From an optimization exercise on the open Yosys and OpenROAD flow, aimed at small area and a short achievable clock period; shortcuts taken in it are not production practice. RTL that was checked went through simulation tests only; none was proved equivalent to the original. Function not checked in run 3: the RTL went through the layout flow alone. Power is estimated from default activity; no workload was simulated.

**flow/config.mk**
```make
export PLATFORM = sky130hd
export DESIGN_NAME = mul_issue_ctrl
export DESIGN_NICKNAME = mul_issue_ctrl
export VERILOG_FILES = /design/flow/design.v
export SDC_FILE = /design/flow/constraint.sdc
export NUM_CORES = 4
export LEC_CHECK = 0
export CAP_MARGIN = 20
export CORE_MARGIN = 2
export CORE_UTILIZATION = 40
export SLEW_MARGIN = 20
```
**flow/design.v**
```verilog
package m_extension;
   typedef enum logic [2:0] {
      F3_MUL    = 3'b000,
      F3_MULH   = 3'b001,
      F3_MULHSU = 3'b010,
      F3_MULHU  = 3'b011
   } m_funct3;
   typedef enum logic [1:0] {
      IDLE = 2'b00,
      BUSY = 2'b01,
      RESP = 2'b10
   } mul_ctrl_state_t;
   localparam int MUL_LAT_DEFAULT = 5;
endpackage
module mul_step (
   input  logic [32:0] a_x,
   input  logic [3:0]  b_neg,
   input  logic [3:0]  b_one,
   input  logic [3:0]  b_two,
   input  logic [32:0] acc,
   input  logic [3:0]  cy,
   output logic [40:0] t,
   output logic [4:0]  co
);
   logic [33:0] row0;
   logic [33:0] row1;
   logic [33:0] row2;
   logic [33:0] row3;
   logic [40:0] x;
   logic [40:0] y;
   logic s1;
   logic c2;
   logic s3;
   logic c4;
   logic s5;
   logic c6;
   logic s7;
   logic c8;
   logic s9;
   logic c10;
   logic s11;
   logic c12;
   logic s13;
   logic c14;
   logic s15;
   logic c16;
   logic s17;
   logic c18;
   logic s19;
   logic c20;
   logic s21;
   logic c22;
   logic s23;
   logic c24;
   logic s25;
   logic c26;
   logic s27;
   logic c28;
   logic s29;
   logic c30;
   logic s31;
   logic c32;
   logic s33;
   logic c34;
   logic s35;
   logic c36;
   logic s37;
   logic c38;
   logic s39;
   logic c40;
   logic s41;
   logic c42;
   logic s43;
   logic c44;
   logic s45;
   logic c46;
   logic s47;
   logic c48;
   logic s49;
   logic c50;
   logic s51;
   logic c52;
   logic s53;
   logic c54;
   logic s55;
   logic c56;
   logic s57;
   logic c58;
   logic s59;
   logic c60;
   logic s61;
   logic c62;
   logic s63;
   logic c64;
   logic s65;
   logic c66;
   logic s67;
   logic c68;
   logic s69;
   logic c70;
   logic s71;
   logic c72;
   logic s73;
   logic c74;
   logic s75;
   logic c76;
   logic s77;
   logic c78;
   logic s79;
   logic c80;
   logic s81;
   logic c82;
   logic s83;
   logic c84;
   logic s85;
   logic c86;
   logic s87;
   logic c88;
   logic s89;
   logic c90;
   logic s91;
   logic c92;
   logic s93;
   logic c94;
   logic s95;
   logic c96;
   logic s97;
   logic c98;
   logic s99;
   logic c100;
   logic s101;
   logic c102;
   logic s103;
   logic c104;
   logic s105;
   logic c106;
   logic s107;
   logic c108;
   logic s109;
   logic c110;
   logic s111;
   logic c112;
   logic s113;
   logic c114;
   logic s115;
   logic c116;
   logic s117;
   logic c118;
   logic s119;
   logic c120;
   logic s121;
   logic c122;
   logic s123;
   logic c124;
   logic s125;
   logic c126;
   logic s127;
   logic c128;
   logic s129;
   logic c130;
   logic s131;
   logic c132;
   logic s133;
   logic c134;
   logic s135;
   logic c136;
   logic s137;
   logic c138;
   logic s139;
   logic c140;
   logic s141;
   logic c142;
   logic s143;
   logic c144;
   logic s145;
   logic c146;
   logic s147;
   logic c148;
   logic s149;
   logic c150;
   logic s151;
   logic c152;
   logic s153;
   logic c154;
   logic s155;
   logic c156;
   logic s157;
   logic c158;
   logic s159;
   logic c160;
   logic s161;
   logic c162;
   logic s163;
   logic c164;
   logic s165;
   logic c166;
   logic s167;
   logic c168;
   logic s169;
   logic c170;
   logic s171;
   logic c172;
   logic s173;
   logic c174;
   logic s175;
   logic c176;
   logic s177;
   logic c178;
   logic s179;
   logic c180;
   logic s181;
   logic c182;
   logic s183;
   logic c184;
   logic s185;
   logic c186;
   logic s187;
   logic c188;
   logic s189;
   logic c190;
   logic s191;
   logic c192;
   logic s193;
   logic c194;
   logic s195;
   logic c196;
   logic s197;
   logic c198;
   logic s199;
   logic c200;
   logic s201;
   logic c202;
   logic s203;
   logic c204;
   logic s205;
   logic c206;
   logic s207;
   logic c208;
   logic s209;
   logic c210;
   logic s211;
   logic c212;
   logic s213;
   logic c214;
   logic s215;
   logic c216;
   logic s217;
   logic c218;
   logic s219;
   logic c220;
   logic s221;
   logic c222;
   logic s223;
   logic c224;
   logic s225;
   logic c226;
   logic s227;
   logic c228;
   logic s229;
   logic c230;
   logic s231;
   logic c232;
   logic s233;
   logic c234;
   logic s235;
   logic c236;
   logic s237;
   logic c238;
   logic s239;
   logic c240;
   logic s241;
   logic c242;
   logic s243;
   logic c244;
   logic s245;
   logic c246;
   logic s247;
   logic c248;
   logic s249;
   logic c250;
   logic s251;
   logic c252;
   logic s253;
   logic c254;
   logic s255;
   logic c256;
   logic s257;
   logic c258;
   logic s259;
   logic c260;
   logic s261;
   logic c262;
   logic s263;
   logic c264;
   logic s265;
   logic c266;
   assign row0[0] = (b_one[0] & a_x[0]) ^ b_neg[0];
   assign row0[32:1] = ({32{b_one[0]}} & a_x[32:1] | {32{b_two[0]}} & a_x[31:0]) ^ {32{b_neg[0]}};
   assign row0[33] = ~(((b_one[0] | b_two[0]) & a_x[32]) ^ b_neg[0]);
   assign row1[0] = (b_one[1] & a_x[0]) ^ b_neg[1];
   assign row1[32:1] = ({32{b_one[1]}} & a_x[32:1] | {32{b_two[1]}} & a_x[31:0]) ^ {32{b_neg[1]}};
   assign row1[33] = ~(((b_one[1] | b_two[1]) & a_x[32]) ^ b_neg[1]);
   assign row2[0] = (b_one[2] & a_x[0]) ^ b_neg[2];
   assign row2[32:1] = ({32{b_one[2]}} & a_x[32:1] | {32{b_two[2]}} & a_x[31:0]) ^ {32{b_neg[2]}};
   assign row2[33] = ~(((b_one[2] | b_two[2]) & a_x[32]) ^ b_neg[2]);
   assign row3[0] = (b_one[3] & a_x[0]) ^ b_neg[3];
   assign row3[32:1] = ({32{b_one[3]}} & a_x[32:1] | {32{b_two[3]}} & a_x[31:0]) ^ {32{b_neg[3]}};
   assign row3[33] = ~(((b_one[3] | b_two[3]) & a_x[32]) ^ b_neg[3]);
   assign s1 = acc[4] ^ row0[4];
   assign c2 = acc[4] & row0[4];
   assign s3 = acc[5] ^ row0[5];
   assign c4 = acc[5] & row0[5];
   assign s5 = acc[6] ^ row0[6] ^ row1[4];
   assign c6 = (acc[6] & row0[6]) | (acc[6] & row1[4]) | (row0[6] & row1[4]);
   assign s7 = row2[2] ^ row3[0];
   assign c8 = row2[2] & row3[0];
   assign s9 = acc[7] ^ row0[7] ^ row1[5];
   assign c10 = (acc[7] & row0[7]) | (acc[7] & row1[5]) | (row0[7] & row1[5]);
   assign s11 = row2[3] ^ row3[1];
   assign c12 = row2[3] & row3[1];
   assign s13 = acc[8] ^ cy[1] ^ row0[8];
   assign c14 = (acc[8] & cy[1]) | (acc[8] & row0[8]) | (cy[1] & row0[8]);
   assign s15 = row1[6] ^ row2[4] ^ row3[2];
   assign c16 = (row1[6] & row2[4]) | (row1[6] & row3[2]) | (row2[4] & row3[2]);
   assign s17 = acc[9] ^ row0[9] ^ row1[7];
   assign c18 = (acc[9] & row0[9]) | (acc[9] & row1[7]) | (row0[9] & row1[7]);
   assign s19 = row2[5] ^ row3[3];
   assign c20 = row2[5] & row3[3];
   assign s21 = acc[10] ^ row0[10] ^ row1[8];
   assign c22 = (acc[10] & row0[10]) | (acc[10] & row1[8]) | (row0[10] & row1[8]);
   assign s23 = row2[6] ^ row3[4];
   assign c24 = row2[6] & row3[4];
   assign s25 = acc[11] ^ row0[11] ^ row1[9];
   assign c26 = (acc[11] & row0[11]) | (acc[11] & row1[9]) | (row0[11] & row1[9]);
   assign s27 = row2[7] ^ row3[5];
   assign c28 = row2[7] & row3[5];
   assign s29 = acc[12] ^ row0[12] ^ row1[10];
   assign c30 = (acc[12] & row0[12]) | (acc[12] & row1[10]) | (row0[12] & row1[10]);
   assign s31 = row2[8] ^ row3[6];
   assign c32 = row2[8] & row3[6];
   assign s33 = acc[13] ^ row0[13] ^ row1[11];
   assign c34 = (acc[13] & row0[13]) | (acc[13] & row1[11]) | (row0[13] & row1[11]);
   assign s35 = row2[9] ^ row3[7];
   assign c36 = row2[9] & row3[7];
   assign s37 = acc[14] ^ row0[14] ^ row1[12];
   assign c38 = (acc[14] & row0[14]) | (acc[14] & row1[12]) | (row0[14] & row1[12]);
   assign s39 = row2[10] ^ row3[8];
   assign c40 = row2[10] & row3[8];
   assign s41 = acc[15] ^ row0[15] ^ row1[13];
   assign c42 = (acc[15] & row0[15]) | (acc[15] & row1[13]) | (row0[15] & row1[13]);
   assign s43 = row2[11] ^ row3[9];
   assign c44 = row2[11] & row3[9];
   assign s45 = acc[16] ^ cy[2] ^ row0[16];
   assign c46 = (acc[16] & cy[2]) | (acc[16] & row0[16]) | (cy[2] & row0[16]);
   assign s47 = row1[14] ^ row2[12] ^ row3[10];
   assign c48 = (row1[14] & row2[12]) | (row1[14] & row3[10]) | (row2[12] & row3[10]);
   assign s49 = acc[17] ^ row0[17] ^ row1[15];
   assign c50 = (acc[17] & row0[17]) | (acc[17] & row1[15]) | (row0[17] & row1[15]);
   assign s51 = row2[13] ^ row3[11];
   assign c52 = row2[13] & row3[11];
   assign s53 = acc[18] ^ row0[18] ^ row1[16];
   assign c54 = (acc[18] & row0[18]) | (acc[18] & row1[16]) | (row0[18] & row1[16]);
   assign s55 = row2[14] ^ row3[12];
   assign c56 = row2[14] & row3[12];
   assign s57 = acc[19] ^ row0[19] ^ row1[17];
   assign c58 = (acc[19] & row0[19]) | (acc[19] & row1[17]) | (row0[19] & row1[17]);
   assign s59 = row2[15] ^ row3[13];
   assign c60 = row2[15] & row3[13];
   assign s61 = acc[20] ^ row0[20] ^ row1[18];
   assign c62 = (acc[20] & row0[20]) | (acc[20] & row1[18]) | (row0[20] & row1[18]);
   assign s63 = row2[16] ^ row3[14];
   assign c64 = row2[16] & row3[14];
   assign s65 = acc[21] ^ row0[21] ^ row1[19];
   assign c66 = (acc[21] & row0[21]) | (acc[21] & row1[19]) | (row0[21] & row1[19]);
   assign s67 = row2[17] ^ row3[15];
   assign c68 = row2[17] & row3[15];
   assign s69 = acc[22] ^ row0[22] ^ row1[20];
   assign c70 = (acc[22] & row0[22]) | (acc[22] & row1[20]) | (row0[22] & row1[20]);
   assign s71 = row2[18] ^ row3[16];
   assign c72 = row2[18] & row3[16];
   assign s73 = acc[23] ^ row0[23] ^ row1[21];
   assign c74 = (acc[23] & row0[23]) | (acc[23] & row1[21]) | (row0[23] & row1[21]);
   assign s75 = row2[19] ^ row3[17];
   assign c76 = row2[19] & row3[17];
   assign s77 = acc[24] ^ cy[3] ^ row0[24];
   assign c78 = (acc[24] & cy[3]) | (acc[24] & row0[24]) | (cy[3] & row0[24]);
   assign s79 = row1[22] ^ row2[20] ^ row3[18];
   assign c80 = (row1[22] & row2[20]) | (row1[22] & row3[18]) | (row2[20] & row3[18]);
   assign s81 = acc[25] ^ row0[25] ^ row1[23];
   assign c82 = (acc[25] & row0[25]) | (acc[25] & row1[23]) | (row0[25] & row1[23]);
   assign s83 = row2[21] ^ row3[19];
   assign c84 = row2[21] & row3[19];
   assign s85 = acc[26] ^ row0[26] ^ row1[24];
   assign c86 = (acc[26] & row0[26]) | (acc[26] & row1[24]) | (row0[26] & row1[24]);
   assign s87 = row2[22] ^ row3[20];
   assign c88 = row2[22] & row3[20];
   assign s89 = acc[27] ^ row0[27] ^ row1[25];
   assign c90 = (acc[27] & row0[27]) | (acc[27] & row1[25]) | (row0[27] & row1[25]);
   assign s91 = row2[23] ^ row3[21];
   assign c92 = row2[23] & row3[21];
   assign s93 = acc[28] ^ row0[28] ^ row1[26];
   assign c94 = (acc[28] & row0[28]) | (acc[28] & row1[26]) | (row0[28] & row1[26]);
   assign s95 = row2[24] ^ row3[22];
   assign c96 = row2[24] & row3[22];
   assign s97 = acc[29] ^ row0[29] ^ row1[27];
   assign c98 = (acc[29] & row0[29]) | (acc[29] & row1[27]) | (row0[29] & row1[27]);
   assign s99 = row2[25] ^ row3[23];
   assign c100 = row2[25] & row3[23];
   assign s101 = acc[30] ^ row0[30] ^ row1[28];
   assign c102 = (acc[30] & row0[30]) | (acc[30] & row1[28]) | (row0[30] & row1[28]);
   assign s103 = row2[26] ^ row3[24];
   assign c104 = row2[26] & row3[24];
   assign s105 = acc[31] ^ row0[31] ^ row1[29];
   assign c106 = (acc[31] & row0[31]) | (acc[31] & row1[29]) | (row0[31] & row1[29]);
   assign s107 = row2[27] ^ row3[25];
   assign c108 = row2[27] & row3[25];
   assign s109 = ~acc[32] ^ row0[32] ^ row1[30];
   assign c110 = (~acc[32] & row0[32]) | (~acc[32] & row1[30]) | (row0[32] & row1[30]);
   assign s111 = row2[28] ^ row3[26] ^ 1'b1;
   assign c112 = (row2[28] & row3[26]) | (row2[28] & 1'b1) | (row3[26] & 1'b1);
   assign s113 = row0[33] ^ row1[31] ^ row2[29];
   assign c114 = (row0[33] & row1[31]) | (row0[33] & row2[29]) | (row1[31] & row2[29]);
   assign s115 = row1[32] ^ row2[30];
   assign c116 = row1[32] & row2[30];
   assign s117 = acc[0] ^ cy[0];
   assign c118 = acc[0] & cy[0];
   assign s119 = acc[2] ^ row0[2];
   assign c120 = acc[2] & row0[2];
   assign s121 = acc[3] ^ row0[3];
   assign c122 = acc[3] & row0[3];
   assign s123 = s1 ^ row1[2] ^ row2[0];
   assign c124 = (s1 & row1[2]) | (s1 & row2[0]) | (row1[2] & row2[0]);
   assign s125 = s3 ^ row1[3] ^ row2[1];
   assign c126 = (s3 & row1[3]) | (s3 & row2[1]) | (row1[3] & row2[1]);
   assign s127 = s5 ^ s7 ^ b_neg[3];
   assign c128 = (s5 & s7) | (s5 & b_neg[3]) | (s7 & b_neg[3]);
   assign s129 = s9 ^ s11 ^ c6;
   assign c130 = (s9 & s11) | (s9 & c6) | (s11 & c6);
   assign s131 = s13 ^ s15 ^ c10;
   assign c132 = (s13 & s15) | (s13 & c10) | (s15 & c10);
   assign s133 = s17 ^ s19 ^ c14;
   assign c134 = (s17 & s19) | (s17 & c14) | (s19 & c14);
   assign s135 = s21 ^ s23 ^ c18;
   assign c136 = (s21 & s23) | (s21 & c18) | (s23 & c18);
   assign s137 = s25 ^ s27 ^ c22;
   assign c138 = (s25 & s27) | (s25 & c22) | (s27 & c22);
   assign s139 = s29 ^ s31 ^ c26;
   assign c140 = (s29 & s31) | (s29 & c26) | (s31 & c26);
   assign s141 = s33 ^ s35 ^ c30;
   assign c142 = (s33 & s35) | (s33 & c30) | (s35 & c30);
   assign s143 = s37 ^ s39 ^ c34;
   assign c144 = (s37 & s39) | (s37 & c34) | (s39 & c34);
   assign s145 = s41 ^ s43 ^ c38;
   assign c146 = (s41 & s43) | (s41 & c38) | (s43 & c38);
   assign s147 = s45 ^ s47 ^ c42;
   assign c148 = (s45 & s47) | (s45 & c42) | (s47 & c42);
   assign s149 = s49 ^ s51 ^ c46;
   assign c150 = (s49 & s51) | (s49 & c46) | (s51 & c46);
   assign s151 = s53 ^ s55 ^ c50;
   assign c152 = (s53 & s55) | (s53 & c50) | (s55 & c50);
   assign s153 = s57 ^ s59 ^ c54;
   assign c154 = (s57 & s59) | (s57 & c54) | (s59 & c54);
   assign s155 = s61 ^ s63 ^ c58;
   assign c156 = (s61 & s63) | (s61 & c58) | (s63 & c58);
   assign s157 = s65 ^ s67 ^ c62;
   assign c158 = (s65 & s67) | (s65 & c62) | (s67 & c62);
   assign s159 = s69 ^ s71 ^ c66;
   assign c160 = (s69 & s71) | (s69 & c66) | (s71 & c66);
   assign s161 = s73 ^ s75 ^ c70;
   assign c162 = (s73 & s75) | (s73 & c70) | (s75 & c70);
   assign s163 = s77 ^ s79 ^ c74;
   assign c164 = (s77 & s79) | (s77 & c74) | (s79 & c74);
   assign s165 = s81 ^ s83 ^ c78;
   assign c166 = (s81 & s83) | (s81 & c78) | (s83 & c78);
   assign s167 = s85 ^ s87 ^ c82;
   assign c168 = (s85 & s87) | (s85 & c82) | (s87 & c82);
   assign s169 = s89 ^ s91 ^ c86;
   assign c170 = (s89 & s91) | (s89 & c86) | (s91 & c86);
   assign s171 = s93 ^ s95 ^ c90;
   assign c172 = (s93 & s95) | (s93 & c90) | (s95 & c90);
   assign s173 = s97 ^ s99 ^ c94;
   assign c174 = (s97 & s99) | (s97 & c94) | (s99 & c94);
   assign s175 = s101 ^ s103 ^ c98;
   assign c176 = (s101 & s103) | (s101 & c98) | (s103 & c98);
   assign s177 = s105 ^ s107 ^ c102;
   assign c178 = (s105 & s107) | (s105 & c102) | (s107 & c102);
   assign s179 = s109 ^ s111 ^ c106;
   assign c180 = (s109 & s111) | (s109 & c106) | (s111 & c106);
   assign s181 = s113 ^ row3[27] ^ c110;
   assign c182 = (s113 & row3[27]) | (s113 & c110) | (row3[27] & c110);
   assign s183 = s115 ^ row3[28] ^ 1'b1;
   assign c184 = (s115 & row3[28]) | (s115 & 1'b1) | (row3[28] & 1'b1);
   assign s185 = row1[33] ^ row2[31] ^ row3[29];
   assign c186 = (row1[33] & row2[31]) | (row1[33] & row3[29]) | (row2[31] & row3[29]);
   assign s187 = row2[32] ^ row3[30];
   assign c188 = row2[32] & row3[30];
   assign s189 = s117 ^ row0[0];
   assign c190 = s117 & row0[0];
   assign s191 = acc[1] ^ row0[1] ^ c118;
   assign c192 = (acc[1] & row0[1]) | (acc[1] & c118) | (row0[1] & c118);
   assign s193 = s119 ^ row1[0] ^ b_neg[1];
   assign c194 = (s119 & row1[0]) | (s119 & b_neg[1]) | (row1[0] & b_neg[1]);
   assign s195 = s121 ^ row1[1] ^ c120;
   assign c196 = (s121 & row1[1]) | (s121 & c120) | (row1[1] & c120);
   assign s197 = s123 ^ b_neg[2] ^ c122;
   assign c198 = (s123 & b_neg[2]) | (s123 & c122) | (b_neg[2] & c122);
   assign s199 = s125 ^ c2 ^ c124;
   assign c200 = (s125 & c2) | (s125 & c124) | (c2 & c124);
   assign s201 = s127 ^ c4 ^ c126;
   assign c202 = (s127 & c4) | (s127 & c126) | (c4 & c126);
   assign s203 = s129 ^ c8 ^ c128;
   assign c204 = (s129 & c8) | (s129 & c128) | (c8 & c128);
   assign s205 = s131 ^ c12 ^ c130;
   assign c206 = (s131 & c12) | (s131 & c130) | (c12 & c130);
   assign s207 = s133 ^ c16 ^ c132;
   assign c208 = (s133 & c16) | (s133 & c132) | (c16 & c132);
   assign s209 = s135 ^ c20 ^ c134;
   assign c210 = (s135 & c20) | (s135 & c134) | (c20 & c134);
   assign s211 = s137 ^ c24 ^ c136;
   assign c212 = (s137 & c24) | (s137 & c136) | (c24 & c136);
   assign s213 = s139 ^ c28 ^ c138;
   assign c214 = (s139 & c28) | (s139 & c138) | (c28 & c138);
   assign s215 = s141 ^ c32 ^ c140;
   assign c216 = (s141 & c32) | (s141 & c140) | (c32 & c140);
   assign s217 = s143 ^ c36 ^ c142;
   assign c218 = (s143 & c36) | (s143 & c142) | (c36 & c142);
   assign s219 = s145 ^ c40 ^ c144;
   assign c220 = (s145 & c40) | (s145 & c144) | (c40 & c144);
   assign s221 = s147 ^ c44 ^ c146;
   assign c222 = (s147 & c44) | (s147 & c146) | (c44 & c146);
   assign s223 = s149 ^ c48 ^ c148;
   assign c224 = (s149 & c48) | (s149 & c148) | (c48 & c148);
   assign s225 = s151 ^ c52 ^ c150;
   assign c226 = (s151 & c52) | (s151 & c150) | (c52 & c150);
   assign s227 = s153 ^ c56 ^ c152;
   assign c228 = (s153 & c56) | (s153 & c152) | (c56 & c152);
   assign s229 = s155 ^ c60 ^ c154;
   assign c230 = (s155 & c60) | (s155 & c154) | (c60 & c154);
   assign s231 = s157 ^ c64 ^ c156;
   assign c232 = (s157 & c64) | (s157 & c156) | (c64 & c156);
   assign s233 = s159 ^ c68 ^ c158;
   assign c234 = (s159 & c68) | (s159 & c158) | (c68 & c158);
   assign s235 = s161 ^ c72 ^ c160;
   assign c236 = (s161 & c72) | (s161 & c160) | (c72 & c160);
   assign s237 = s163 ^ c76 ^ c162;
   assign c238 = (s163 & c76) | (s163 & c162) | (c76 & c162);
   assign s239 = s165 ^ c80 ^ c164;
   assign c240 = (s165 & c80) | (s165 & c164) | (c80 & c164);
   assign s241 = s167 ^ c84 ^ c166;
   assign c242 = (s167 & c84) | (s167 & c166) | (c84 & c166);
   assign s243 = s169 ^ c88 ^ c168;
   assign c244 = (s169 & c88) | (s169 & c168) | (c88 & c168);
   assign s245 = s171 ^ c92 ^ c170;
   assign c246 = (s171 & c92) | (s171 & c170) | (c92 & c170);
   assign s247 = s173 ^ c96 ^ c172;
   assign c248 = (s173 & c96) | (s173 & c172) | (c96 & c172);
   assign s249 = s175 ^ c100 ^ c174;
   assign c250 = (s175 & c100) | (s175 & c174) | (c100 & c174);
   assign s251 = s177 ^ c104 ^ c176;
   assign c252 = (s177 & c104) | (s177 & c176) | (c104 & c176);
   assign s253 = s179 ^ c108 ^ c178;
   assign c254 = (s179 & c108) | (s179 & c178) | (c108 & c178);
   assign s255 = s181 ^ c112 ^ c180;
   assign c256 = (s181 & c112) | (s181 & c180) | (c112 & c180);
   assign s257 = s183 ^ c114 ^ c182;
   assign c258 = (s183 & c114) | (s183 & c182) | (c114 & c182);
   assign s259 = s185 ^ c116 ^ c184;
   assign c260 = (s185 & c116) | (s185 & c184) | (c116 & c184);
   assign s261 = s187 ^ 1'b1 ^ c186;
   assign c262 = (s187 & 1'b1) | (s187 & c186) | (1'b1 & c186);
   assign s263 = row2[33] ^ row3[31] ^ c188;
   assign c264 = (row2[33] & row3[31]) | (row2[33] & c188) | (row3[31] & c188);
   assign s265 = row3[32] ^ 1'b1;
   assign c266 = row3[32] & 1'b1;
   assign x = {1'b1, row3[33], s265, s263, s261, s259, s257, s255, s253, s251, s249, s247, s245, s243, s241, s239, s237, s235, s233, s231, s229, s227, s225, s223, s221, s219, s217, s215, s213, s211, s209, s207, s205, s203, s201, s199, s197, s195, s193, s191, s189};
   assign y = {1'b0, c266, c264, c262, c260, c258, c256, c254, c252, c250, c248, c246, c244, c242, c240, c238, c236, c234, c232, c230, c228, c226, c224, c222, c220, c218, c216, c214, c212, c210, c208, c206, c204, c202, c200, c198, c196, c194, c192, c190, b_neg[0]};
   assign {co[0], t[7:0]} = {1'b0, x[7:0]} + {1'b0, y[7:0]};
   assign {co[1], t[15:8]} = {1'b0, x[15:8]} + {1'b0, y[15:8]};
   assign {co[2], t[23:16]} = {1'b0, x[23:16]} + {1'b0, y[23:16]};
   assign {co[3], t[31:24]} = {1'b0, x[31:24]} + {1'b0, y[31:24]};
   assign {co[4], t[40:32]} = {1'b0, x[40:32]} + {1'b0, y[40:32]};
endmodule
import m_extension::*;
module mul_issue_ctrl
#(
   parameter int MUL_LAT = m_extension::MUL_LAT_DEFAULT
) (
   input  logic        clk,
   input  logic        rst,
   input  logic        req_valid,
   output logic        req_ready,
   input  logic [31:0] req_rs1,
   input  logic [31:0] req_rs2,
   input  m_extension::m_funct3     req_funct3,
   input  logic        flush,
   output logic        resp_valid,
   output logic [31:0] resp_data,
   input  logic        resp_ready,
   output logic [15:0] hit_count
);
   logic        idle_r;
   logic        resp_r;
   logic [4:0]  step_r;
   logic        load_r;        
   logic [31:0] op_a_r;
   logic        op_as_r;       
   logic [31:0] op_b_r;
   logic        op_bs_r;       
   logic [2:0]  op_f_r;
   logic [32:0] acc_r;
   logic [3:0]  cy_r;          
   logic [31:0] last_rs1_r;
   logic [31:0] last_rs2_r;
   logic [2:0]  last_f_r;
   logic [31:0] last_result_r;
   logic [2:0]  last_cy_r;     
   logic        last_valid_r;
   logic [15:0] hit_count_r;
   logic        req_ready_s;
   logic        accept_s;
   logic        match_s;
   logic        hit_s;
   logic        miss_s;
   logic        complete_s;
   always_comb begin
      req_ready_s = ~flush & (idle_r | (resp_r & resp_ready));
      accept_s    = req_valid & req_ready_s;
      match_s     = last_valid_r & (req_rs1 == last_rs1_r) & (req_rs2 == last_rs2_r) &
                    (req_funct3 == last_f_r);
      hit_s       = accept_s & match_s;
      miss_s      = accept_s & ~match_s;
      complete_s  = ~flush & step_r[4];
   end
   always_ff @(posedge clk) begin
      if (rst || flush) begin
         idle_r <= 1'b1;
         resp_r <= 1'b0;
         step_r <= 5'd0;
         load_r <= 1'b1;
      end else begin
         idle_r <= ~accept_s & (idle_r | (resp_r & resp_ready));
         resp_r <= hit_s | step_r[4] | (resp_r & ~resp_ready);
         step_r <= {step_r[3:0], miss_s};
         load_r <= ~(miss_s | (|step_r[3:0]));
      end
   end
   function automatic logic [11:0] booth_enc(input logic [8:0] b);
      logic [3:0] neg;
      logic [3:0] one;
      logic [3:0] two;
      for (int i = 0; i < 4; i++) begin
         neg[i] = b[2*i+2];
         one[i] = b[2*i+1] ^ b[2*i];
         two[i] = (b[2*i+2] & ~b[2*i+1] & ~b[2*i]) | (~b[2*i+2] & b[2*i+1] & b[2*i]);
      end
      booth_enc = {two, one, neg};
   endfunction
   logic [32:0]        a_x;
   logic [3:0]         b_neg;
   logic [3:0]         b_one;
   logic [3:0]         b_two;
   logic [11:0]        booth_r;
   logic [11:0]        booth_next;
   logic [7:0]         chunk_next;
   logic [8:0]         window_next;
   logic               mul_op;
   logic [40:0]        t_s;
   logic [4:0]         co_s;
   assign a_x        = {op_as_r, op_a_r};
   assign mul_op      = (op_f_r == F3_MUL);
   assign chunk_next  = step_r[3] ? {8{op_bs_r}} : op_b_r[15:8];
   always_comb begin
      if (!mul_op) begin
         window_next = {chunk_next, op_b_r[7]};
      end else if (step_r[0] | step_r[2]) begin
         window_next = op_b_r[31:23];
      end else begin
         window_next = {op_b_r[15:8], op_b_r[7] & ~step_r[3]};
      end
   end
   assign booth_next = !load_r ? booth_enc(window_next) :
                       (req_funct3 == F3_MUL) ? 12'd0 : booth_enc({req_rs2[7:0], 1'b0});
   assign {b_two, b_one, b_neg} = booth_r;
   always_ff @(posedge clk) begin
      booth_r <= booth_next;
   end
   mul_step u_step (
      .a_x   (a_x),
      .b_neg (b_neg),
      .b_one (b_one),
      .b_two (b_two),
      .acc   (acc_r),
      .cy    (cy_r),
      .t     (t_s),
      .co    (co_s)
   );
   always_ff @(posedge clk) begin
      if (load_r) begin
         op_a_r  <= req_rs1;
         op_as_r <= ((req_funct3 == F3_MULH) || (req_funct3 == F3_MULHSU)) & req_rs1[31];
         op_b_r  <= req_rs2;
         op_bs_r <= (req_funct3 == F3_MULH) & req_rs2[31];
         op_f_r  <= req_funct3;
         acc_r   <= 33'd0;
         cy_r    <= 4'd0;
      end else begin
         op_b_r  <= {op_b_r[7:0], op_b_r[31:8]};
         if (mul_op) begin
            acc_r <= {t_s[24:0], 8'd0};
            cy_r  <= {co_s[1:0], 2'd0};
         end else begin
            acc_r <= t_s[40:8];
            cy_r  <= co_s[3:0];
         end
      end
   end
   always_ff @(posedge clk) begin
      if (complete_s) begin
         last_rs1_r    <= op_a_r;
         last_rs2_r    <= op_b_r;
         last_f_r      <= op_f_r;
         last_result_r <= t_s[31:0];
         last_cy_r     <= co_s[2:0];
      end
   end
   always_ff @(posedge clk) begin
      if (rst) begin
         last_valid_r <= 1'b0;
         hit_count_r  <= 16'd0;
      end else begin
         if (complete_s) begin
            last_valid_r <= 1'b1;
         end
         if (hit_s && (hit_count_r != 16'hFFFF)) begin
            hit_count_r <= hit_count_r + 16'd1;
         end
      end
   end
   assign req_ready  = req_ready_s;
   assign resp_valid = resp_r;
   assign resp_data  = last_result_r + {last_cy_r[2], 7'd0, last_cy_r[1], 7'd0, last_cy_r[0], 8'd0};
   assign hit_count  = hit_count_r;
endmodule
```
**flow/constraint.sdc**
```tcl
create_clock -name core_clock -period 10.0 [get_ports {clk}]
set_input_delay 2.0000 -clock core_clock [delete_from_list [all_inputs] [get_ports {clk}]]
set_output_delay 2.0000 -clock core_clock [all_outputs]
set_load 0.01 [all_outputs]
```
**flow/standard.sh**
```bash
#!/bin/bash
# synth_recipe.tcl (not shown) runs the flow's synth.tcl, then flattens the netlist and writes it again
# the make line also repeats each setting of config.mk as NAME=value (left out here)
make -C /OpenROAD-flow-scripts/flow DESIGN_CONFIG=/design/flow/config.mk WORK_HOME=/design/flow/orfs CLKGATE_MAP_FILE= SYNTH_SCRIPT=/design/flow/synth_recipe.tcl "${@:-finish}"
```
**flow/flow/run.sh**
```bash
#!/bin/bash
# Own flow: the standard layout (standard.sh: the standard synthesis, then
# ORFS floorplan, placement, CTS and routing) with plain buf_1 port buffers in
# place of clkdlybuf4s50_1, larger clock-sink clusters without dummy loads,
# and a tighter setup repair target. Every tool's own log is under orfs/logs/;
# make's output goes to standard.log.
set -euo pipefail
bash standard.sh \
  "BUFFER_PORTS_ARGS=-buffer_cell sky130_fd_sc_hd__buf_1" \
  "CTS_ARGS=-sink_clustering_enable -repair_clock_nets -sink_clustering_size 14 -sink_clustering_max_diameter 80 -dont_use_dummy_load -buf_list sky130_fd_sc_hd__clkbuf_8" \
  "SETUP_SLACK_MARGIN=5.45" \
  finish > standard.log 2>&1
```
==> impl_metrics.env, run 1 <==
export IMPL_critPathArrivalTime_ps=2480
export IMPL_routed_wirelength_um=42700
export IMPL_cts_sinks=245
export IMPL_ys_seq_area_frac=0.390
export IMPL_slowest_delay_ps=170
export IMPL_critPathMaxFanout=3
export IMPL_setup_viol=0
export IMPL_dr_pass1_iters=5
export IMPL_synth_top_cells_by_count="xnor2_1 (181), edfxtp_1 (139), inv_1 (137), a22oi_1 (128), dfxtp_1 (106)"
export IMPL_grt_pass1_vias=11300
export IMPL_nNetsFinal=1867
export IMPL_insertion_delay_ps=590
export IMPL_status="timing/DRC/antenna clean"
export IMPL_clock_root_buffer="clkbuf_8"
export IMPL_reg2reg_setup_slack_ps=5610
export IMPL_routedWlPerCell_um=19.9
export IMPL_startpoint_type="input pin"
export IMPL_clk_path_buf_depth=3
export IMPL_slowest_stage="buf_1"
export IMPL_vias=11500
export IMPL_rsz0062_at_grt="true"
export IMPL_slew_violations=0
export IMPL_drive_gt1_frac=0.129
export IMPL_synth_area_top_cells="edfxtp_1 (26%), dfxtp_1 (13%), fa_1 (13%)"
export IMPL_viasPerCell=5.35
export IMPL_synthFlopType="edfxtp_1"
export IMPL_yosys_register_bits=245
export IMPL_async_flop_share=0
export IMPL_worst_pin_slew_ps=922
export IMPL_avgSynthCellArea_um2=10.8
export IMPL_synth_top_area_cell="edfxtp_1"
export IMPL_numPortBuffers=121
export IMPL_drt_initial_drc_count=868
export IMPL_synth_net_count=1750
export IMPL_grt_max_degree=63
export IMPL_fin_skew_ps=65.5
export IMPL_dpl_cell_area_um2=17000
export IMPL_antenna_found_initial=3
export IMPL_hpwlAfterDp_um=31000
export IMPL_required_ps=8000
export IMPL_grt_use_total=0.203
export IMPL_die_h_um=205
export IMPL_coreArea_um2=39800
export IMPL_hold_path_class="reg -> reg"
export IMPL_setup_tns_ps=0
export IMPL_synth_cell_types=60
export IMPL_leakagePower_nw=7.06
export IMPL_grt_pass1_wl_um=65600
export IMPL_layout_area_seq_um2=6300
export IMPL_placementRows=73
export IMPL_cp_cell_sequence="buf_1, a21oi_1, nor2_1, buf_1"
export IMPL_peakVddDrop_mv=0.261
export IMPL_criticalPathCategory="in -> out"
export IMPL_cts_buffers=23
export IMPL_post_route_min_period_ps=4480
export IMPL_yosysMostFrequentCell="xnor2_1"
export IMPL_drc=0
export IMPL_hold_viol=0
export IMPL_cts_tree="built"
export IMPL_max_freq_mhz=223
export IMPL_holdBufCountCts=0
export IMPL_grt_overflow=0
export IMPL_gp_congestion=0.846
export IMPL_multi_input_area_um2=9190
export IMPL_htreeDepth=1
export IMPL_crit_top_cell="buf_1"
export IMPL_start_util=0.406
export IMPL_io_pin_count=122
export IMPL_p_per_area_nw_per_um2=375
export IMPL_synthCells=1497
export IMPL_dieArea_um2=42000
export IMPL_fillers=3816
export IMPL_finalInstanceArea_um2=18200
export IMPL_die_x_um=205
export IMPL_clk_pin_slew_worst_paths_ps=80
export IMPL_synth_edf_count=139
export IMPL_ant_nets=0
export IMPL_slew_headroom=0.385
export IMPL_endpoint_kind="output port"
export IMPL_synth_top_area_frac=0.258
export IMPL_drv_cap=0
export IMPL_syn_area_um2=16200
export IMPL_syn_to_final_growth_pct=12.6
export IMPL_fin_crit_sh=0.448
export IMPL_yosysWarnings=1
-- layout by cell type, fill, tap and decap left out, drive strengths merged, types with 24 or more instances in the layout --
cell	n
inv	140
ha	80
xor2	62
a22oi	128
o21ai	24
buf	197
clkbuf	26
dfxtp	106
mux2	39
a21oi	41
nor2	63
nor2b	34
nand2	65
xnor2	181
fa	101
edfxtp	139
-- worst max-delay path: cells and delay by family --
kind | cells | cell delay (ps)
AOI/OAI and AO/OA | 1 | 80
buffers and inverters | 2 | 260
and+or+nand+nor | 1 | 150
-- metal layers --
| metal | vias to the layer above | track usage | share of wire |
|---|---|---|---|
| met3 | 64 | 0.0353 | 0.064 |
| met4 | 0 | 0.0740 | 0.034 |
| met5 | - | 0 | 0 |
| met2 | 382 | 0.320 | 0.46 |
| li1 | 5345 | - | - |
| met1 | 5667 | 0.280 | 0.44 |
-- cell families (layout without fill, tap and decap cells) --
group | count (synthesis) | count (layout) | share of synthesized area
flip-flops | 245 | 245 | 0.390
multiplexers | 41 | 41 | 0.0284
AO/OA/AOI/OAI | 269 | 269 | 0.117
AND/OR/NAND/NOR | 269 | 269 | 0.0841
other | 0 | 3 | 0
adder cells (fa/ha/maj) | 181 | 181 | 0.187
buffers and inverters | 249 | 364 | 0.0614
XOR/XNOR | 243 | 243 | 0.132
-- state kept, by name (all words and copies together) (netlist names), 3 cells and up --
name,count
acc_r,33
last_result_r,32
last_rs1_r,32
last_rs2_r,32
op_a_r,32
op_b_r,32
hit_count_r,16
booth_r,12
step_r,5
cy_r,4
last_cy_r,3
last_f_r,3
op_f_r,3
-- stage by stage --
step	utilization	power, W	cells	setup WS (ps)	hold WS, ps
after floorplan	-	0.00442	1497	5450	404
after global placement	0.426	0.00569	2053	4820	407
after detailed placement	0.426	0.00577	2053	4800	412
after CTS	0.437	0.00640	2078	5450	433
after global routing	0.456	0.00740	2138	5390	445
final	0.457	0.00682	2140	5520	431
-- report_power, final --
group | leakage [nW] | switching [W] | internal [W] | total [W]
Combinational | 4.71 | 0.00281 | 0.00203 | 0.00485
Clock | 0.165 | 0.000327 | 0.000205 | 0.000531
Sequential | 2.18 | 0.0000716 | 0.00136 | 0.00144
-- layout make-up --
cell class              instances  area share
multi-input cells            1003       0.506
repair buffers                200      0.0643
flip-flops and latches        245       0.347
inverters                     141      0.0292
clock buffers                  23      0.0174
diodes                          3    0.000413
well taps                     525      0.0361
-- path summary, 6_finish.rpt --
check / cells after the start / to / from
worst min register to register: 0 / last_rs2_r[21] / op_b_r[21]
worst max-delay path: 4 / req_ready / resp_ready
worst max register to register: 17 / acc_r[22] / op_a_r[10]
worst min-delay path: 0 / last_rs2_r[21] / op_b_r[21]
-- timing repair --
action / in CTS / in global routing
pin swaps: 2 / 25
endpoints found under the setup margin: 45 / 37
setup buffers: 2 / 59
gates resized for setup: 27 / 69
==> run 2: changes to the inputs <==
--- a/flow/flow/run.sh
+++ b/flow/flow/run.sh
@@ -8,5 +8,5 @@
 bash standard.sh \
   "BUFFER_PORTS_ARGS=-buffer_cell sky130_fd_sc_hd__buf_1" \
-  "CTS_ARGS=-sink_clustering_enable -repair_clock_nets -sink_clustering_size 14 -sink_clustering_max_diameter 80 -dont_use_dummy_load -buf_list sky130_fd_sc_hd__clkbuf_8" \
+  "CTS_ARGS=-sink_clustering_enable -repair_clock_nets -sink_clustering_size 28 -sink_clustering_max_diameter 120 -dont_use_dummy_load" \
   "SETUP_SLACK_MARGIN=5.45" \
   finish > standard.log 2>&1
--- a/flow/config.mk
+++ b/flow/config.mk
@@ -10,2 +10,3 @@
 export CORE_UTILIZATION = 40
 export SLEW_MARGIN = 20
+export TNS_END_PERCENT = 10
==> impl_metrics.env, run 2 <==
export IMPL_final_common_cell="xnor2_1"
export IMPL_insertion_delay_ps=510
export IMPL_clk_pin_slew_worst_paths_ps=110
export IMPL_endpoint_kind="flip-flop"
export IMPL_max_freq_mhz=222
export IMPL_syn_to_final_growth_pct=10.6
export IMPL_holdWs_ps=440
export IMPL_avgSynthCellArea_um2=10.8
export IMPL_nNetsFinal=1842
export IMPL_hold_viol=0
export IMPL_die_x_um=205
export IMPL_htreeDepth=1
export IMPL_ys_seq_area_frac=0.390
export IMPL_placementRows=73
export IMPL_setup_tns_ps=0
export IMPL_switching_share=0.479
export IMPL_slowest_delay_ps=550
export IMPL_start_util=0.406
export IMPL_hold_path_class="reg -> reg"
export IMPL_routedWlPerCell_um=20.3
export IMPL_p_clk_frac=0.085
export IMPL_rsz0062_at_grt="true"
export IMPL_preCtsSetupSlack_ps=4760
export IMPL_slowest_stage="edfxtp_1"
export IMPL_clock_root_buffer="clkbuf_16"
export IMPL_dieArea_um2=42000
export IMPL_grt_pass1_wl_um=65100
export IMPL_fin_crit_sh=0.451
export IMPL_setup_viol=0
export IMPL_io_pin_count=122
export IMPL_viasPerCell=5.40
export IMPL_clk_path_buf_depth=3
export IMPL_cts_buffers=13
export IMPL_grt_pass1_vias=11200
export IMPL_synthCells=1497
export IMPL_slew_headroom=0.343
export IMPL_drive_gt1_frac=0.0945
export IMPL_synth_area_top_cells="edfxtp_1 (26%), dfxtp_1 (13%), fa_1 (13%)"
export IMPL_critPathBufInv=2
export IMPL_drv_cap=0
export IMPL_synth_net_count=1750
export IMPL_switchingPower_w=0.00314
export IMPL_synth_top_area_frac=0.258
export IMPL_pwr_share_seq=0.220
export IMPL_required_ps=10420
export IMPL_ant_nets=0
export IMPL_numPortBuffers=121
export IMPL_comb_power_share=0.695
export IMPL_criticalPathCategory="reg -> reg"
export IMPL_synth_cell_types=60
export IMPL_syn_area_um2=16200
export IMPL_antenna_found_initial=2
export IMPL_slew_violations=0
export IMPL_dr_pass1_iters=5
export IMPL_grt_use_total=0.202
export IMPL_yosys_register_bits=245
export IMPL_fin_skew_ps=77.9
export IMPL_status="timing/DRC/antenna clean"
export IMPL_largest_register_ffs=33
export IMPL_critPathArrivalTime_ps=4930
export IMPL_peakVddDrop_mv=0.214
export IMPL_die_h_um=205
export IMPL_critPathMaxFanout=8
export IMPL_final_cell_mix="xnor2_1 (176), edfxtp_1 (139), inv_1 (137)"
export IMPL_async_flop_share=0
export IMPL_yosysWarnings=1
export IMPL_grt_overflow=0
export IMPL_grt_max_degree=61
export IMPL_drt_initial_drc_count=998
export IMPL_crit_top_cell="fa_1"
export IMPL_crit_family="adder cells"
export IMPL_startpoint_type="flip-flop"
export IMPL_synth_top_area_cell="edfxtp_1"
export IMPL_cts_sinks=245
export IMPL_utilization=0.449
export IMPL_routed_wirelength_um=42900
export IMPL_post_route_min_period_ps=4510
export IMPL_coreArea_um2=39800
export IMPL_yosysMostFrequentCell="xnor2_1"
export IMPL_synthFlopType="edfxtp_1"
export IMPL_top_register="acc_r"
export IMPL_cp_cell_sequence="a22oi_1, xnor2_1, fa_1, inv_1, fa_1, inv_1, fa_1, ha_1, a21o_1, a21oi_1, nor2b_1, o21a_1, o41ai_1, xnor2_1, nand2_1, a21oi_1"
export IMPL_worst_pin_slew_ps=977
export IMPL_leakagePower_nw=6.90
export IMPL_setup_ws_ps=5490
export IMPL_vias=11400
export IMPL_drc=0
export IMPL_synth_top_cells_by_count="xnor2_1 (181), edfxtp_1 (139), inv_1 (137), a22oi_1 (128), dfxtp_1 (106)"
export IMPL_synth_edf_count=139
export IMPL_gp_congestion=0.858
export IMPL_p_per_area_nw_per_um2=366
export IMPL_cts_tree="built"
export IMPL_hpwlAfterDp_um=31100
export IMPL_intPower_w=0.00340
run 2: final timing paths:
kind | slack, ps | endpoint | from | cells past startpoint
max | 5490 | acc_r[31] | op_a_r[14] | 16
min | 440 | last_rs2_r[20] | op_b_r[20] | 0
min reg2reg | 440 | last_rs2_r[20] | op_b_r[20] | 0
max reg2reg | 5490 | acc_r[31] | op_a_r[14] | 16
run 2: repair_timing:
action,4_1_cts,5_1_grt
hold buffers,0,0
setup buffers,0,45
endpoints found under the hold margin,0,0
setup endpoints to repair,44,44
gates cloned,0,1
resized for setup,16,38
pin swaps,0,7
run 2: logic make-up after synthesis:
family          count (synthesis)  share of synthesized area
compound gates                269                      0.117
xor+xnor                      243                      0.132
fa+ha+maj                     181                      0.187
buf+inv                       249                     0.0614
flops                         245                      0.390
mux                            41                     0.0284
simple gates                  269                     0.0841
run 2: power groups by stage:
stage / logic, W / clock network [W] / registers (W)
after floorplan: 0.00301 / 0 / 0.00141
after global placement: 0.00420 / 0 / 0.00146
after CTS: 0.00436 / 0.000569 / 0.00144
after global routing: 0.00503 / 0.000599 / 0.00145
after detailed placement: 0.00430 / 0 / 0.00146
final: 0.00455 / 0.000556 / 0.00144
run 2: final cells by class:
| type | instances | area [µm²] |
|---|---|---|
| Clock buffer | 13 | 325 |
| Tap cell | 525 | 657 |
| Timing Repair Buffer | 185 | 1060 |
| Fill cell | 3882 | 22000 |
| Sequential cell | 245 | 6310 |
| Inverter | 141 | 532 |
| Antenna cell | 2 | 5.00 |
| Multi-Input combinational cell | 1003 | 8970 |
run 2: worst register-to-register path, delay by kind of cell, from the launching register on:
family / cells / cell delay (ps)
AOI/OAI and AO/OA: 6 / 1360
buffers and inverters: 2 / 100
and+or+nand+nor: 2 / 210
xor gates and xnor gates: 2 / 440
adders and majority gates: 4 / 1760
DFF: 1 / 550
run 2: layer usage:
layer  GRT usage  share of wire  wire [µm]  vias up
li1            -              -          -     5304
met1       0.286           0.45      19200     5603
met2       0.318           0.45      19300      438
met3      0.0282          0.066       2850       72
met4      0.0658          0.036       1530        0
met5           0              0          0        -
run 2: through the flow:
step | area, µm² | std cells | total power, W
floorplan | 16200 | 1497 | 0.00442
finish | 17900 | 2114 | 0.00654
global route | 17900 | 2112 | 0.00708
global placement | 17000 | 2053 | 0.00567
CTS | 17300 | 2066 | 0.00637
detailed placement | 17000 | 2053 | 0.00576
==> run 3: changes to the inputs <==
--- a/flow/design.v
+++ b/flow/design.v
@@ -18,7 +18,7 @@
    input  logic [3:0]  b_one,
    input  logic [3:0]  b_two,
-   input  logic [32:0] acc,
+   input  logic [31:0] acc,
    input  logic [3:0]  cy,
-   output logic [40:0] t,
+   output logic [39:0] t,
    output logic [4:0]  co
 );
@@ -27,6 +27,6 @@
    logic [33:0] row2;
    logic [33:0] row3;
-   logic [40:0] x;
-   logic [40:0] y;
+   logic [39:0] x;
+   logic [39:0] y;
    logic s1;
    logic c2;
@@ -411,12 +411,12 @@
    assign s103 = row2[26] ^ row3[24];
    assign c104 = row2[26] & row3[24];
-   assign s105 = acc[31] ^ row0[31] ^ row1[29];
-   assign c106 = (acc[31] & row0[31]) | (acc[31] & row1[29]) | (row0[31] & row1[29]);
-   assign s107 = row2[27] ^ row3[25];
-   assign c108 = row2[27] & row3[25];
-   assign s109 = ~acc[32] ^ row0[32] ^ row1[30];
-   assign c110 = (~acc[32] & row0[32]) | (~acc[32] & row1[30]) | (row0[32] & row1[30]);
-   assign s111 = row2[28] ^ row3[26] ^ 1'b1;
-   assign c112 = (row2[28] & row3[26]) | (row2[28] & 1'b1) | (row3[26] & 1'b1);
+   assign s105 = ~acc[31] ^ row0[31] ^ row1[29];
+   assign c106 = (~acc[31] & row0[31]) | (~acc[31] & row1[29]) | (row0[31] & row1[29]);
+   assign s107 = row2[27] ^ row3[25] ^ 1'b1;
+   assign c108 = (row2[27] & row3[25]) | (row2[27] & 1'b1) | (row3[25] & 1'b1);
+   assign s109 = row0[32] ^ row1[30] ^ row2[28];
+   assign c110 = (row0[32] & row1[30]) | (row0[32] & row2[28]) | (row1[30] & row2[28]);
+   assign s111 = row3[26] ^ 1'b1;
+   assign c112 = row3[26] & 1'b1;
    assign s113 = row0[33] ^ row1[31] ^ row2[29];
    assign c114 = (row0[33] & row1[31]) | (row0[33] & row2[29]) | (row1[31] & row2[29]);
@@ -573,11 +573,11 @@
    assign s265 = row3[32] ^ 1'b1;
    assign c266 = row3[32] & 1'b1;
-   assign x = {1'b1, row3[33], s265, s263, s261, s259, s257, s255, s253, s251, s249, s247, s245, s243, s241, s239, s237, s235, s233, s231, s229, s227, s225, s223, s221, s219, s217, s215, s213, s211, s209, s207, s205, s203, s201, s199, s197, s195, s193, s191, s189};
-   assign y = {1'b0, c266, c264, c262, c260, c258, c256, c254, c252, c250, c248, c246, c244, c242, c240, c238, c236, c234, c232, c230, c228, c226, c224, c222, c220, c218, c216, c214, c212, c210, c208, c206, c204, c202, c200, c198, c196, c194, c192, c190, b_neg[0]};
+   assign x = {row3[33], s265, s263, s261, s259, s257, s255, s253, s251, s249, s247, s245, s243, s241, s239, s237, s235, s233, s231, s229, s227, s225, s223, s221, s219, s217, s215, s213, s211, s209, s207, s205, s203, s201, s199, s197, s195, s193, s191, s189};
+   assign y = {c266, c264, c262, c260, c258, c256, c254, c252, c250, c248, c246, c244, c242, c240, c238, c236, c234, c232, c230, c228, c226, c224, c222, c220, c218, c216, c214, c212, c210, c208, c206, c204, c202, c200, c198, c196, c194, c192, c190, b_neg[0]};
    assign {co[0], t[7:0]} = {1'b0, x[7:0]} + {1'b0, y[7:0]};
    assign {co[1], t[15:8]} = {1'b0, x[15:8]} + {1'b0, y[15:8]};
    assign {co[2], t[23:16]} = {1'b0, x[23:16]} + {1'b0, y[23:16]};
    assign {co[3], t[31:24]} = {1'b0, x[31:24]} + {1'b0, y[31:24]};
-   assign {co[4], t[40:32]} = {1'b0, x[40:32]} + {1'b0, y[40:32]};
+   assign {co[4], t[39:32]} = {1'b0, x[39:32]} + {1'b0, y[39:32]};
 endmodule
 import m_extension::*;
@@ -608,5 +608,5 @@
    logic        op_bs_r;       
    logic [2:0]  op_f_r;
-   logic [32:0] acc_r;
+   logic [31:0] acc_r;
    logic [3:0]  cy_r;          
    logic [31:0] last_rs1_r;
@@ -665,5 +665,5 @@
    logic [8:0]         window_next;
    logic               mul_op;
-   logic [40:0]        t_s;
+   logic [39:0]        t_s;
    logic [4:0]         co_s;
    assign a_x        = {op_as_r, op_a_r};
@@ -702,13 +702,13 @@
          op_bs_r <= (req_funct3 == F3_MULH) & req_rs2[31];
          op_f_r  <= req_funct3;
-         acc_r   <= 33'd0;
+         acc_r   <= 32'd0;
          cy_r    <= 4'd0;
       end else begin
          op_b_r  <= {op_b_r[7:0], op_b_r[31:8]};
          if (mul_op) begin
-            acc_r <= {t_s[24:0], 8'd0};
+            acc_r <= {t_s[23:0], 8'd0};
             cy_r  <= {co_s[1:0], 2'd0};
          end else begin
-            acc_r <= t_s[40:8];
+            acc_r <= t_s[39:8];
             cy_r  <= co_s[3:0];
          end
--- a/flow/flow/run.sh
+++ b/flow/flow/run.sh
@@ -8,5 +8,5 @@
 bash standard.sh \
   "BUFFER_PORTS_ARGS=-buffer_cell sky130_fd_sc_hd__buf_1" \
-  "CTS_ARGS=-sink_clustering_enable -repair_clock_nets -sink_clustering_size 28 -sink_clustering_max_diameter 120 -dont_use_dummy_load" \
+  "CTS_ARGS=-sink_clustering_enable -repair_clock_nets -sink_clustering_size 20 -sink_clustering_max_diameter 100 -dont_use_dummy_load" \
   "SETUP_SLACK_MARGIN=5.45" \
   finish > standard.log 2>&1
==> impl_metrics.env, run 3 <==
export IMPL_fin_crit_sh=0.451
export IMPL_routed_wirelength_um=45200
export IMPL_yosysMostFrequentCell="xnor2_1"
export IMPL_syn_to_final_growth_pct=12.9
export IMPL_total_power_w=0.00675
export IMPL_start_util=0.408
export IMPL_p_clk_frac=0.090
export IMPL_io_pin_count=122
export IMPL_synth_edf_count=139
export IMPL_vias=11600
export IMPL_grt_max_degree=77
export IMPL_routedWlPerCell_um=21.0
export IMPL_dr_pass1_iters=5
export IMPL_max_freq_mhz=222
export IMPL_yosys_register_bits=244
export IMPL_multi_input_area_um2=9210
export IMPL_ant_nets=0
export IMPL_switchingPower_w=0.00317
export IMPL_fillers=3817
export IMPL_startpoint_type="input pin"
export IMPL_final_common_cell="xnor2_1"
export IMPL_async_flop_share=0
export IMPL_die_h_um=206
export IMPL_drive_gt1_frac=0.125
export IMPL_post_route_min_period_ps=4510
export IMPL_required_ps=8000
export IMPL_gp_congestion=0.867
export IMPL_cts_sinks=244
export IMPL_avgSynthCellArea_um2=10.8
export IMPL_setup_viol=0
export IMPL_synthFlopType="edfxtp_1"
export IMPL_drc=0
export IMPL_synth_top_cells_by_count="xnor2_1 (188), inv_1 (144), edfxtp_1 (139), a22oi_1 (130), dfxtp_1 (105)"
export IMPL_placementRows=73
export IMPL_r2r_start="op_a_r[7]"
export IMPL_cp_startpoint="resp_ready"
export IMPL_p_per_area_nw_per_um2=366
export IMPL_met3_length_um=3370
export IMPL_peakVddDrop_mv=0.280
export IMPL_hpwlAfterDp_um=32300
export IMPL_clock_root_buffer="clkbuf_16"
export IMPL_intPower_w=0.00358
export IMPL_dieArea_um2=42400
export IMPL_synth_net_count=1764
export IMPL_hold_path_class="reg -> reg"
export IMPL_viasPerCell=5.42
export IMPL_htreeDepth=1
export IMPL_rsz0062_at_grt="true"
export IMPL_grt_pass1_vias=11300
export IMPL_nNetsFinal=1875
export IMPL_die_x_um=206
export IMPL_layout_area_seq_um2=6290
export IMPL_grt_overflow=0
export IMPL_fin_skew_ps=66.5
export IMPL_drt_initial_drc_count=1001
export IMPL_hold_depth=0
export IMPL_criticalPathCategory="in -> out"
export IMPL_hold_viol=0
export IMPL_wl_met1_um=19900
export IMPL_leakagePower_nw=7.17
export IMPL_synth_cell_types=68
export IMPL_insertion_delay_ps=510
export IMPL_synth_top_area_frac=0.256
export IMPL_ys_seq_area_frac=0.385
export IMPL_synth_top_area_cell="edfxtp_1"
export IMPL_numPortBuffers=121
export IMPL_critPathMaxFanout=2
export IMPL_cts_tree="built"
export IMPL_worst_pin_slew_ps=971
export IMPL_switching_share=0.470
export IMPL_clk_path_buf_depth=3
export IMPL_status="timing/DRC/antenna clean"
export IMPL_synth_area_top_cells="edfxtp_1 (26%), dfxtp_1 (13%), fa_1 (13%)"
export IMPL_grt_pass1_wl_um=67700
export IMPL_setup_tns_ps=0
export IMPL_critPathArrivalTime_ps=2510
export IMPL_synthCells=1513
export IMPL_endpoint_kind="output port"
export IMPL_coreArea_um2=40000
export IMPL_grt_use_total=0.210
export IMPL_syn_area_um2=16300
export IMPL_pwr_share_seq=0.215
export IMPL_rr_worst_depth=15
export IMPL_clk_pin_slew_worst_paths_ps=60
export IMPL_comb_power_share=0.695
export IMPL_cts_buffers=16
export IMPL_antenna_found_initial=0
export IMPL_min_from="op_b_r[19]"
export IMPL_slew_violations=0
export IMPL_drv_cap=0
export IMPL_dr_max_layer_used="met4"
export IMPL_yosysWarnings=1
export IMPL_final_cell_mix="xnor2_1 (186), inv_1 (144), edfxtp_1 (139)"
export IMPL_met2WireLength_um=20300
export IMPL_slew_headroom=0.353
-- run 3: metal layers --
layer  GRT usage  up-vias
met2       0.322      440
li1            -     5410
met5           0        -
met4      0.0742        0
met1       0.299     5719
met3      0.0375       69
-- run 3: path summary, 6_finish.rpt --
path	end	slack (ps)
setup / recovery	req_ready	5490
hold / removal	last_rs2_r[19]	430
setup reg to reg	acc_r[23]	5540
hold reg to reg	last_rs2_r[19]	430
-- run 3: cell type report --
class                      instances  area share
tap                              525      0.0357
inverter                         145      0.0295
antenna                            1    0.000136
sequential                       244       0.341
timing repair buffer             207      0.0715
clock buffer                      16      0.0217
multi-input combinational       1010       0.500
-- run 3: cells by family after synthesis --
family | count (synthesis) | share of synthesized area
muxes | 44 | 0.0303
buffers and inverters | 259 | 0.0642
AOI/OAI and AO/OA | 268 | 0.116
and+or+nand+nor | 279 | 0.0917
xor gates and xnor gates | 240 | 0.129
adders and majority gates | 179 | 0.184
DFF | 244 | 0.385
-- run 3: timing repair --
action                     4_1_cts  5_1_grt
setup endpoints to repair       20       28
pin swaps                        1       23
hold buffers                     0        0
gates cloned                     1        2
buffers inserted                20       46
gates resized for setup         30       52
-- run 3: power by group through the flow --
stage                     clock [W]  combinational, W  sequential, W
after floorplan                   0           0.00309        0.00141
after global placement            0           0.00430        0.00148
after detailed placement          0           0.00436        0.00147
after CTS                  0.000626           0.00447        0.00145
after global routing       0.000654           0.00522        0.00146
final                      0.000606           0.00469        0.00145
-- run 3: worst max-delay path: stages --
cell	delay, ps
buf_1	90
a21oi_1	80
nor2_1	130
buf_1	210
-- run 3: through the flow --
step	instances	utilization	setup slack (ps)	hold WS, ps	area (µm²)
finish	2148	0.460	5490	433	18400
global route	2147	0.460	5360	440	18400
CTS	2099	0.445	5360	433	17800
detailed placement	2062	0.427	4980	417	17100
global placement	2062	0.427	5140	411	17100
floorplan	1513	-	5260	404	16300

[port drivers added, routing unchanged]
In the flow no input, the clock included, has a driving cell. The finished layouts below were timed again as built, in two steps. Step 1, drivers: a clkbuf_16 drives clk and a buf_2 each remaining input, both assumed. Step 2, shift: input delay + t, output delay - t, t = (earliest + latest rising clock arrival at the registers) / 2. This alone moves slack from input paths to output paths. Slacks: ideal / step 1 / step 2; pairs: ideal / step 1.
run | t (ns) | slack for setup (ns) | pins driven straight from the clock port
run 1 | 0.609 | 5.518 / 5.491 / 5.051 | 1
run 2 | 0.526 | 5.490 / 5.465 / 5.063 | 1
run 3 | 0.533 | 5.491 / 5.467 / 5.459 | 1
After both steps every run listed still meets setup and hold. For run 1, which loses most, drivers alone change the setup slack by -0.027 ns; drivers and shift together by -0.467 ns.
